Background: an optimization exercise with open tools, aiming at small area. Do not read the settings as production practice.
Only simulation tests tie the RTL to the original design; equivalence was not proved.
Power figures rest on the tool's default switching activity, not on a simulated workload.

==> flow/design.v (excerpt) <==
module pid_controller_param #(
  parameter int DW   = pid_pkg::DEF_DW,
  parameter int FRAC = pid_pkg::DEF_FRAC,
  parameter int ACCW = 2*DW+4
) (
  input  logic                 clk,
  input  logic                 rst,
  input  logic                 en,
  input  logic                 clear,
  input  logic signed [DW-1:0] setpoint,
  input  logic signed [DW-1:0] feedback,
  input  logic signed [DW-1:0] kp,
  input  logic signed [DW-1:0] ki,
  input  logic signed [DW-1:0] kd,
  input  logic [ACCW-2:0]      int_limit,
  input  logic [15:0]          clk_times,
  output logic signed [DW-1:0] control_signal,
  output logic                 valid,
  output logic                 busy,
  output logic                 overrun
);
Settings: LEC_CHECK=0, ABC_AREA=1, CAP_MARGIN=20, CORE_MARGIN=2, CORE_UTILIZATION=65, CTS_BUF_LIST=sky130_fd_sc_hd__clkbuf_8, PLACE_DENSITY=0.85, SLEW_MARGIN=20, SYNTH_HIERARCHICAL=1; clock period 13.5 ns.
standard.sh (not shown) runs the stock make flow with config.mk's settings and CLKGATE_MAP_FILE= SYNTH_SCRIPT=/design/flow/synth_recipe.tcl, a recipe that flattens the netlist after the stock synthesis.
==> flow/flow/run.sh <==
#!/bin/bash
# Standard synthesis; then the combinational logic re-mapped for area by ABC
# (registers, full/half adder cells and tie cells kept exactly as synthesized).
# Re-mapping is tried with two ABC scripts and 1 to 3 passes of each; each result gets a quick pre-layout
# timing estimate, and the smallest one whose estimate is within the margin is
# kept (the fastest if none is). Then the standard layout, with the smallest
# buffer on the ports. Each tool logs to a file of its own here.
set -euo pipefail
export BUFFER_PORTS_ARGS="-buffer_cell sky130_fd_sc_hd__buf_1"
bash standard.sh synth > log_synth.log 2>&1
R=orfs/results/$FLOW_PLATFORM/pid_controller_param/base
P=$FLOW_HOME/platforms/$FLOW_PLATFORM
LIB=$P/lib/sky130_fd_sc_hd__tt_025C_1v80.lib
cp $R/1_2_yosys.v std_netlist.v
KEEP=$(grep -oE "sky130_fd_sc_hd__(df|edf|sdf|dl|fa_|ha_|conb)[a-z0-9_]*" std_netlist.v | sort -u | tr '\n' ' ')
MARGIN=-0.5
: > remap_choice.txt
for v in a b; do
for k in 1 2 3; do
  n=$v$k
  src=flow/remap.abc; [[ $v == b ]] && src=flow/remap_b.abc
  : > remap_$n.abc
  for i in $(seq 1 $k); do cat $src >> remap_$n.abc; done
  sed -e "s|@LIB@|$LIB|g" -e "s|@KEEP@|$KEEP|" -e "s|@TOP@|$FLOW_TOP|g" \
      -e "s|flow/remap.abc|remap_$n.abc|" -e "s|remap_stat.txt|remap_stat_$n.txt|" \
      -e "s|remap_netlist.v|remap_netlist_$n.v|" -e "s|remap_pre.txt|remap_pre_$n.txt|" \
      flow/remap.ys.in > remap_$n.ys
  yosys -l log_remap_$n.log -s remap_$n.ys > /dev/null
  a=$(awk '/Chip area for module/ {print $NF}' remap_stat_$n.txt | tail -1)
  PSTA_TLEF=$P/lef/sky130_fd_sc_hd.tlef PSTA_LEF=$P/lef/sky130_fd_sc_hd_merged.lef PSTA_LIB=$LIB \
  PSTA_NETLIST=remap_netlist_$n.v PSTA_TOP=$FLOW_TOP PSTA_SDC=$FLOW_SDC \
    openroad -no_init -exit flow/psta.tcl > log_psta_$n.log 2>&1 || true
  s=$(awk '/^BENCHPSTA/ {print $2}' log_psta_$n.log | tail -1)
  [[ -n "$s" ]] || s=-1000
  echo "$n $a $s" >> remap_choice.txt
done
done
best=$(awk -v m=$MARGIN '
  { if ($3 >= m && (ba == "" || $2 < ba)) { ba = $2; bn = $1 }
    if (fs == "" || $3 > fs) { fs = $3; fn = $1 } }
  END { print (bn != "" ? bn : fn) }' remap_choice.txt)
echo "chosen $best" >> remap_choice.txt
cp remap_netlist_$best.v $R/1_2_yosys.v
rm -f $R/1_synth.odb $R/1_synth.sdc
bash standard.sh > log_flow.log 2>&1
Other scripts of this flow, unchanged in this note and not shown: flow/flow/psta.tcl, flow/flow/remap.abc, flow/flow/remap.ys.in, flow/flow/remap_b.abc
Rerun with:
- PLACE_DENSITY: 0.85 -> not set
Effect:
- clock power came out lower by about 5%
- via count drops by about 3.3%
- hold slack gains 30 ps
- cell count barely changes
- worst setup slack is better by 84 ps
- total power shrinks by about 1%
- cell area is about the same

========
pid_controller_param, a different RTL version from the one above (not shown whole).
Size: about 150 I/O pins, roughly 15000 um2 of cells after synthesis.
clock: 13.5 ns
lec_check: 0
abc_area: 1
cap_margin: 20
core_margin: 2
core_utilization: 65
cts_buf_list: sky130_fd_sc_hd__clkbuf_4 sky130_fd_sc_hd__clkbuf_8
slew_margin: 20
synth_hierarchical: 1
==> flow/flow/run.sh <==
#!/bin/bash
# Standard synthesis, then the combinational logic re-mapped for area (registers,
# adder cells and tie cells untouched), then the standard layout with the
# smallest buffer on the ports. Each tool writes its log to a file here.
set -euo pipefail
export BUFFER_PORTS_ARGS="-buffer_cell sky130_fd_sc_hd__buf_1"
bash standard.sh synth > log_synth.log 2>&1
R=orfs/results/$FLOW_PLATFORM/pid_controller_param/base
LIB=$FLOW_HOME/platforms/$FLOW_PLATFORM/lib/sky130_fd_sc_hd__tt_025C_1v80.lib
cp $R/1_2_yosys.v std_netlist.v
KEEP=$(grep -oE "sky130_fd_sc_hd__(df|edf|sdf|dl|fa_|ha_|conb)[a-z0-9_]*" std_netlist.v | sort -u | tr '\n' ' ')
sed -e "s|@LIB@|$LIB|g" -e "s|@KEEP@|$KEEP|" -e "s|@TOP@|$FLOW_TOP|g" flow/remap.ys.in > remap.ys
yosys -l log_remap.log -s remap.ys > /dev/null
cp remap_netlist.v $R/1_2_yosys.v
rm -f $R/1_synth.odb $R/1_synth.sdc
bash standard.sh > log_flow.log 2>&1
Other scripts of this flow, unchanged in this note and not shown: flow/flow/remap.abc, flow/flow/remap.ys.in
Next try:
Settings changed: CTS_BUF_LIST sky130_fd_sc_hd__clkbuf_4 sky130_fd_sc_hd__clkbuf_8 to sky130_fd_sc_hd__clkbuf_8.
After rerunning:
- power stays flat
- sequential cell count is unchanged
- hold slack hardly moves
- routed wire length is about the same
- clock-buffer cell count decreases by 2
- non-clock buffer count does not change
- die area is unchanged
- sequential power is about the same
- clock skew hardly moves
- first-iteration DRC count came out lower by a few percent
- via count went down slightly

========
Another version of the RTL of pid_controller_param (not shown whole).
For scale: roughly 1,300 cells after synthesis, about 0.014 sq mm of cells after synthesis.
Settings: LEC_CHECK=0, ABC_AREA=1, CAP_MARGIN=20, CORE_MARGIN=2, CORE_UTILIZATION=65, CTS_BUF_LIST=sky130_fd_sc_hd__clkbuf_8, SLEW_MARGIN=20, SYNTH_HIERARCHICAL=1; clock period 13.5 ns.
==> flow/flow/run.sh <==
#!/bin/bash
# Standard synthesis; then the combinational logic re-mapped for area by ABC
# (registers, full/half adder cells and tie cells kept exactly as synthesized).
# Re-mapping is tried with two ABC scripts and 1 to 3 passes of each; each result gets a quick pre-layout
# timing estimate, and the smallest one whose estimate is within the margin is
# kept (the fastest if none is). Then the standard layout, with the smallest
# buffer on the ports. Each tool logs to a file of its own here.
set -euo pipefail
export BUFFER_PORTS_ARGS="-buffer_cell sky130_fd_sc_hd__buf_1"
export CTS_ARGS="-sink_clustering_enable -repair_clock_nets -buf_list sky130_fd_sc_hd__clkbuf_8 -sink_clustering_buffer sky130_fd_sc_hd__clkbuf_4 -sink_clustering_size 8 -sink_clustering_max_diameter 40"
bash standard.sh synth > log_synth.log 2>&1
R=orfs/results/$FLOW_PLATFORM/pid_controller_param/base
P=$FLOW_HOME/platforms/$FLOW_PLATFORM
LIB=$P/lib/sky130_fd_sc_hd__tt_025C_1v80.lib
cp $R/1_2_yosys.v std_netlist.v
KEEP=$(grep -oE "sky130_fd_sc_hd__(df|edf|sdf|dl|fa_|ha_|conb)[a-z0-9_]*" std_netlist.v | sort -u | tr '\n' ' ')
MARGIN=-0.5
: > remap_choice.txt
for v in a b; do
for k in 1 2 3; do
  n=$v$k
  src=flow/remap.abc; [[ $v == b ]] && src=flow/remap_b.abc
  : > remap_$n.abc
  for i in $(seq 1 $k); do cat $src >> remap_$n.abc; done
  sed -e "s|@LIB@|$LIB|g" -e "s|@KEEP@|$KEEP|" -e "s|@TOP@|$FLOW_TOP|g" \
      -e "s|flow/remap.abc|remap_$n.abc|" -e "s|remap_stat.txt|remap_stat_$n.txt|" \
      -e "s|remap_netlist.v|remap_netlist_$n.v|" -e "s|remap_pre.txt|remap_pre_$n.txt|" \
      flow/remap.ys.in > remap_$n.ys
  yosys -l log_remap_$n.log -s remap_$n.ys > /dev/null
  a=$(awk '/Chip area for module/ {print $NF}' remap_stat_$n.txt | tail -1)
  PSTA_TLEF=$P/lef/sky130_fd_sc_hd.tlef PSTA_LEF=$P/lef/sky130_fd_sc_hd_merged.lef PSTA_LIB=$LIB \
  PSTA_NETLIST=remap_netlist_$n.v PSTA_TOP=$FLOW_TOP PSTA_SDC=$FLOW_SDC \
    openroad -no_init -exit flow/psta.tcl > log_psta_$n.log 2>&1 || true
  s=$(awk '/^BENCHPSTA/ {print $2}' log_psta_$n.log | tail -1)
  [[ -n "$s" ]] || s=-1000
  echo "$n $a $s" >> remap_choice.txt
done
done
best=$(awk -v m=$MARGIN '
  { if ($3 >= m && (ba == "" || $2 < ba)) { ba = $2; bn = $1 }
    if (fs == "" || $3 > fs) { fs = $3; fn = $1 } }
  END { print (bn != "" ? bn : fn) }' remap_choice.txt)
echo "chosen $best" >> remap_choice.txt
cp remap_netlist_$best.v $R/1_2_yosys.v
rm -f $R/1_synth.odb $R/1_synth.sdc
bash standard.sh > log_flow.log 2>&1
Other scripts of this flow, unchanged in this note and not shown: flow/flow/psta.tcl, flow/flow/remap.abc, flow/flow/remap.ys.in, flow/flow/remap_b.abc
The baseline went through all stages and came out clean.
Rerun with:
--- a/flow/flow/run.sh
+++ b/flow/flow/run.sh
@@ -8,5 +8,4 @@
 set -euo pipefail
 export BUFFER_PORTS_ARGS="-buffer_cell sky130_fd_sc_hd__buf_1"
-export CTS_ARGS="-sink_clustering_enable -repair_clock_nets -buf_list sky130_fd_sc_hd__clkbuf_8 -sink_clustering_buffer sky130_fd_sc_hd__clkbuf_4 -sink_clustering_size 8 -sink_clustering_max_diameter 40"
 bash standard.sh synth > log_synth.log 2>&1
 R=orfs/results/$FLOW_PLATFORM/pid_controller_param/base
--- a/flow/config.mk
+++ b/flow/config.mk
@@ -7,8 +7,8 @@
 export LEC_CHECK = 0
 export ABC_AREA = 1
-export CAP_MARGIN = 20
+export CAP_MARGIN = 0
 export CORE_MARGIN = 2
 export CORE_UTILIZATION = 65
 export CTS_BUF_LIST = sky130_fd_sc_hd__clkbuf_8
-export SLEW_MARGIN = 20
+export SLEW_MARGIN = 0
 export SYNTH_HIERARCHICAL = 1
=> Worst hold slack does not change; total power is unchanged; worst setup slack stays the same; wire length stays the same; critical path depth stays the same; first-iteration DRC count does not change; synthesized area stays the same; core utilization stays the same; via count stays the same; register-to-register slack is about the same; sequential power barely changes.
Rerun with:
--- a/flow/flow/run.sh
+++ b/flow/flow/run.sh
@@ -2,5 +2,6 @@
 # Standard synthesis; then the combinational logic re-mapped for area by ABC
 # (registers, full/half adder cells and tie cells kept exactly as synthesized).
-# Re-mapping is tried with two ABC scripts and 1 to 3 passes of each; each result gets a quick pre-layout
+# Re-mapping is tried with two ABC scripts and 1 to 3 passes of each, and
+# with the half adder cells re-mapped too (c); each result gets a quick pre-layout
 # timing estimate, and the smallest one whose estimate is within the margin is
 # kept (the fastest if none is). Then the standard layout, with the smallest
@@ -14,13 +15,15 @@
 cp $R/1_2_yosys.v std_netlist.v
 KEEP=$(grep -oE "sky130_fd_sc_hd__(df|edf|sdf|dl|fa_|ha_|conb)[a-z0-9_]*" std_netlist.v | sort -u | tr '\n' ' ')
+KEEPC=$(grep -oE "sky130_fd_sc_hd__(df|edf|sdf|dl|fa_|conb)[a-z0-9_]*" std_netlist.v | sort -u | tr '\n' ' ')
 MARGIN=-0.5
 : > remap_choice.txt
-for v in a b; do
+for v in a b c; do
 for k in 1 2 3; do
   n=$v$k
   src=flow/remap.abc; [[ $v == b ]] && src=flow/remap_b.abc
+  keep=$KEEP; [[ $v == c ]] && keep=$KEEPC
   : > remap_$n.abc
   for i in $(seq 1 $k); do cat $src >> remap_$n.abc; done
-  sed -e "s|@LIB@|$LIB|g" -e "s|@KEEP@|$KEEP|" -e "s|@TOP@|$FLOW_TOP|g" \
+  sed -e "s|@LIB@|$LIB|g" -e "s|@KEEP@|$keep|" -e "s|@TOP@|$FLOW_TOP|g" \
       -e "s|flow/remap.abc|remap_$n.abc|" -e "s|remap_stat.txt|remap_stat_$n.txt|" \
       -e "s|remap_netlist.v|remap_netlist_$n.v|" -e "s|remap_pre.txt|remap_pre_$n.txt|" \
--- a/flow/config.mk
+++ b/flow/config.mk
@@ -7,8 +7,8 @@
 export LEC_CHECK = 0
 export ABC_AREA = 1
-export CAP_MARGIN = 0
+export CAP_MARGIN = 20
 export CORE_MARGIN = 2
 export CORE_UTILIZATION = 65
 export CTS_BUF_LIST = sky130_fd_sc_hd__clkbuf_8
-export SLEW_MARGIN = 0
+export SLEW_MARGIN = 20
 export SYNTH_HIERARCHICAL = 1
Result: Via count increases by a few percent; clock power hardly moves; count of clock-buffer cells in the layout is unchanged.

[afterwards: timing with drivers on the ports]
How much do the figures lean on ideal ports? The routed layouts below were timed once more, with nothing changed but the port constraints.
Step 1 sets driving cells, clkbuf_16 on the clock port and buf_2 on the other inputs (assumed; they add their load-dependent delay and slew).
Step 2 adds t to the input delays and takes it off the output delays; t is the mean of the earliest and latest rising clock arrival at the registers after step 1. Input paths then give back, and output paths get back, about the clock's delay inside the block.
Slacks: no drivers / after step 1 / after step 2; pairs: no drivers / after step 1.
run	t (ns)	slack for setup (ns)	worst hold slack (ns)	worst register clock-pin slew, ns	worst data-port slew with drivers (ns)
the first run of note 1	0.510	1.014 / 1.033 / 0.523	0.470 / 0.470 / 0.470	0.10 / 0.10	0.06
the second run of note 1	0.503	1.098 / 1.120 / 0.617	0.500 / 0.500 / 0.500	0.10 / 0.10	0.08
the first run of note 2	0.522	0.727 / 0.749 / 0.226	0.500 / 0.500 / 0.500	0.09 / 0.09	0.07
the second run of note 2	0.524	0.744 / 0.765 / 0.241	0.498 / 0.498 / 0.498	0.10 / 0.10	0.07
the first run of note 3	0.519	0.695 / 0.712 / 0.193	0.498 / 0.498 / 0.498	0.10 / 0.10	0.06
the second run of note 3	0.519	0.695 / 0.712 / 0.193	0.498 / 0.498 / 0.498	0.10 / 0.10	0.06
the third run of note 3	0.504	1.495 / 1.522 / 1.019	0.498 / 0.498 / 0.498	0.10 / 0.10	0.07
After both steps setup and hold are still met in every run listed. The setup slack of the second run of note 2, which loses most, moves by +0.021 ns with the drivers and by -0.503 ns with both steps.
